From an optimization exercise on the open Yosys and OpenROAD flow, aimed at small area; shortcuts taken in it are not production practice. The RTL was checked by simulation tests, not by an equivalence proof against the original design. Power is estimated from default activity; no workload was simulated.

willow:
==> flow/design.v (excerpt) <==
module pcpu (
    input  logic        clock,
    input  logic        reset,
    input  logic        enable,
    input  logic        start,
    input  logic [15:0] i_datain,
    output logic [7:0]  i_addr,
    input  logic [15:0] d_datain,
    output logic [7:0]  d_addr,
    output logic [15:0] d_dataout,
    output logic        d_we,
    input  logic [3:0]  select_y,
    output logic [15:0] y
);
For scale: about 730 cells after synthesis, ~160 flip-flops, ~6900 µm² of cells after synthesis.
clock: 10.0 ns
lec_check: 0
cap_margin: 0
core_margin: 2
core_utilization: 80
gpl_timing_driven: 0
slew_margin: 0
standard.sh (not shown) runs the stock make flow with config.mk's settings and CLKGATE_MAP_FILE= SYNTH_SCRIPT=/design/flow/synth_recipe.tcl, a recipe that flattens the netlist after the stock synthesis.
==> flow/flow/run.sh <==
#!/bin/bash
# Layout flow: the standard flow (standard.sh) with changes that only
# affect which cells implement the logic:
#  - synthesis maps the logic with an area-oriented ABC script (area.abc:
#    a 30-second &deepsyn restructuring, then area mapping with amap);
#    everything else in synthesis, registers included, is the standard flow's own
#  - the port buffers are buf_1 cells
#  - clock tree synthesis uses small clock buffers and no dummy loads
# Each tool's output goes to a log file of its own in this folder.
set -euo pipefail
W=$(pwd)
F=$W/flow

# Synthesis script: the standard flow's, with ABC's mapping script replaced
first=$(head -n 1 synth_recipe.tcl)
if [[ "$first" != 'proc synth {args} { yosys synth -nofsm -noshare {*}$args }' ]]; then
  echo "unexpected synth_recipe.tcl first line: $first" >&2
  exit 1
fi
{
  echo 'proc synth {args} {'
  echo '  uplevel #0 { set abc_args [list -script $::env(AREA_ABC_SCRIPT) {*}$lib_args {*}$lib_dont_use_args -constr $::env(OBJECTS_DIR)/abc.constr] }'
  echo '  yosys synth -nofsm -noshare {*}$args'
  echo '}'
  tail -n +2 synth_recipe.tcl
} > area_synth.tcl

# standard.sh with the synthesis script replaced
sed "s#SYNTH_SCRIPT=[^ ]*#SYNTH_SCRIPT=$W/area_synth.tcl#" standard.sh > area_standard.sh
grep -q "SYNTH_SCRIPT=$W/area_synth.tcl" area_standard.sh

export AREA_ABC_SCRIPT=$F/area.abc
export BUFFER_PORTS_ARGS="-buffer_cell sky130_fd_sc_hd__buf_1"
export CTS_ARGS="-sink_clustering_enable -repair_clock_nets -dont_use_dummy_load -buf_list {sky130_fd_sc_hd__clkbuf_2 sky130_fd_sc_hd__clkbuf_4 sky130_fd_sc_hd__clkbuf_8}"

bash area_standard.sh finish > $W/flow_make.log 2>&1
test -f $W/out/final.def
==> flow/flow/area.abc <==
strash
&get -n
&deepsyn -T 30
&put
dch -f
amap
strash
dch
amap
topo
stime -c
Run status, willow: aborted in global routing (5_1_grt), error GRT-0232
--- input diff willow..violet ---
Settings: changing CORE_UTILIZATION from 80 to 50; changing SLEW_MARGIN from 0 to 20; changing CAP_MARGIN from 0 to 20.
--- outcome ---
- violet: full flow OK, the timing, design-rule and antenna checks passed
- willow failed in global routing (5_1_grt) with GRT-0232.
- Relative to willow, synthesized area per cell has decreased by 1.6% in violet.
- Number of buffers between clock root and the deepest sink: violet vs willow identical
- Diff willow -> violet | proportion of synthesized chip area in sequential cells | decrease of 0.84 points
- Total clock buffers created by CTS: violet vs willow identical
- Of violet and willow, violet shows the higher post-detailed-placement half-perimeter wirelength, with willow below it.
> inputs changed (violet -> pepper)
Settings: CORE_UTILIZATION: 50 -> 65.
diff --git a/flow/flow/run.sh b/flow/flow/run.sh
--- a/flow/flow/run.sh
+++ b/flow/flow/run.sh
@@ -2,6 +2,5 @@
 # Layout flow: the standard flow (standard.sh) with changes that only
 # affect which cells implement the logic:
-#  - synthesis maps the logic with an area-oriented ABC script (area.abc:
-#    a 30-second &deepsyn restructuring, then area mapping with amap);
+#  - synthesis maps the logic with an area-oriented ABC script (area.abc);
 #    everything else in synthesis, registers included, is the standard flow's own
 #  - the port buffers are buf_1 cells
@@ -32,5 +31,6 @@
 export AREA_ABC_SCRIPT=$F/area.abc
 export BUFFER_PORTS_ARGS="-buffer_cell sky130_fd_sc_hd__buf_1"
-export CTS_ARGS="-sink_clustering_enable -repair_clock_nets -dont_use_dummy_load -buf_list {sky130_fd_sc_hd__clkbuf_2 sky130_fd_sc_hd__clkbuf_4 sky130_fd_sc_hd__clkbuf_8}"
+export CTS_ARGS="-sink_clustering_enable -repair_clock_nets -dont_use_dummy_load -sink_clustering_size 40 -sink_clustering_max_diameter 150 -buf_list {sky130_fd_sc_hd__clkbuf_2 sky130_fd_sc_hd__clkbuf_4 sky130_fd_sc_hd__clkbuf_8}"
+export RECOVER_POWER=100
 
 bash area_standard.sh finish > $W/flow_make.log 2>&1
==> flow/flow/area.abc <==
strash
dch
amap
strash
dch
amap
topo
stime -c
pepper went all the way through the flow, and no timing, DRC or antenna check failed. Adder-cell area share of the yosys netlist down 0.18 points in pepper wrt violet. Delta (pepper minus violet): synthesized area climbed 2.3%; CTS clock-pin slew for the worst setup and hold paths dropped 0.03 ns; slack of the critical path dropped 0.29 ns; sequential share of layout area dropped 0.65 points; synthesized cell count climbed 59. Taking violet as 1.0, pepper lands at 1.2 on met3 wire length. Run comparison: pepper worst setup path startpoint i_datain[12]; violet worst setup path startpoint i_datain[13]. Going from violet to pepper, maximum frequency shrinks by 0.0031 GHz. [compare] base=violet new=pepper: die area has decreased, largest incremental delay on the critical path moved up.
Input-level comparison between amber and pepper:
Settings: SLEW_MARGIN: 20 -> 5; CAP_MARGIN: 20 -> 5.
diff --git a/flow/flow/run.sh b/flow/flow/run.sh
--- a/flow/flow/run.sh
+++ b/flow/flow/run.sh
@@ -2,5 +2,6 @@
 # Layout flow: the standard flow (standard.sh) with changes that only
 # affect which cells implement the logic:
-#  - synthesis maps the logic with an area-oriented ABC script (area.abc);
+#  - synthesis maps the logic with an area-oriented ABC script (area.abc:
+#    a 30-second &deepsyn restructuring, then area mapping with amap);
 #    everything else in synthesis, registers included, is the standard flow's own
 #  - the port buffers are buf_1 cells
@@ -31,6 +32,5 @@
 export AREA_ABC_SCRIPT=$F/area.abc
 export BUFFER_PORTS_ARGS="-buffer_cell sky130_fd_sc_hd__buf_1"
-export CTS_ARGS="-sink_clustering_enable -repair_clock_nets -dont_use_dummy_load -sink_clustering_size 40 -sink_clustering_max_diameter 150 -buf_list {sky130_fd_sc_hd__clkbuf_2 sky130_fd_sc_hd__clkbuf_4 sky130_fd_sc_hd__clkbuf_8}"
-export RECOVER_POWER=100
+export CTS_ARGS="-sink_clustering_enable -repair_clock_nets -dont_use_dummy_load -buf_list {sky130_fd_sc_hd__clkbuf_2 sky130_fd_sc_hd__clkbuf_4 sky130_fd_sc_hd__clkbuf_8}"
 
 bash area_standard.sh finish > $W/flow_make.log 2>&1
==> flow/flow/area.abc <==
strash
&get -n
&deepsyn -T 30
&put
dch -f
amap
strash
dch
amap
topo
stime -c
==> run notes <==
Every stage of the flow completed for amber, and the final layout passed the timing, design-rule and antenna checks.
pepper → amber: overall via count from detail_route lost about 7%; summed area of non-filler cells in the final layout lost about 5%; part of the power in combinational logic lost 14 points.
Of pepper and amber, pepper shows the higher first-pass GRT wire length, with amber below it.
Global-route usage essentially unchanged between amber and pepper.
Placement-stage worst setup slack delta for amber relative to pepper: 0.48 ns higher
Changes observed in amber relative to pepper: core utilization went down by 0.15 points, final critical-path setup slack now sits higher, sequential share of power climbed 8.5 points.
### amber -> harbor
Settings: changing CORE_UTILIZATION from 65 to 50; changing SLEW_MARGIN from 5 to 20; changing CAP_MARGIN from 5 to 20.
diff --git a/flow/flow/run.sh b/flow/flow/run.sh
--- a/flow/flow/run.sh
+++ b/flow/flow/run.sh
@@ -2,6 +2,5 @@
 # Layout flow: the standard flow (standard.sh) with changes that only
 # affect which cells implement the logic:
-#  - synthesis maps the logic with an area-oriented ABC script (area.abc:
-#    a 30-second &deepsyn restructuring, then area mapping with amap);
+#  - synthesis maps the logic with an area-oriented ABC script (area.abc);
 #    everything else in synthesis, registers included, is the standard flow's own
 #  - the port buffers are buf_1 cells
==> flow/flow/area.abc <==
strash
dch
amap
strash
dch
amap
topo
stime -c
Findings:
- The setup slack number comes out higher for harbor vs amber.
- Sequential power (harbor over amber): increase, 13%
- Delta (harbor minus amber): global routing usage summed across all routing layers now sits lower; first-iteration DRC count now sits lower.
- harbor: critical path depth 6 above amber
- harbor vs amber: final instance area up by a few percent
- There was hardly any difference in register-to-register slack between amber and harbor.

afterwards: timing with drivers on the ports:
The results above use ideal ports. As a check the final layouts listed here were re-extracted and re-timed, cells and wires unchanged. Step 1 sets driving cells, clkbuf_16 on the clock port and buf_2 on the other inputs (assumed; they add their load-dependent delay and slew). Step 2, shift: input delay + t, output delay - t, t = (earliest + latest rising clock arrival at the registers) / 2. This alone moves slack from input paths to output paths. Slacks: ideal ports / drivers / drivers and shift; pairs: ideal ports / drivers.
run	t, ns	slack for setup (ns)	worst register clock-pin slew, ns
violet	0.472	0.523 / 0.496 / 0.496	0.09 / 0.09
pepper	0.480	0.236 / 0.212 / 0.212	0.08 / 0.08
amber	0.470	0.338 / 0.318 / 0.318	0.09 / 0.09
harbor	0.481	0.351 / 0.325 / 0.325	0.09 / 0.09
After both steps setup and hold are still met in every run listed. The setup slack of violet, which loses most, moves by -0.027 ns with the drivers and by -0.027 ns with both steps.
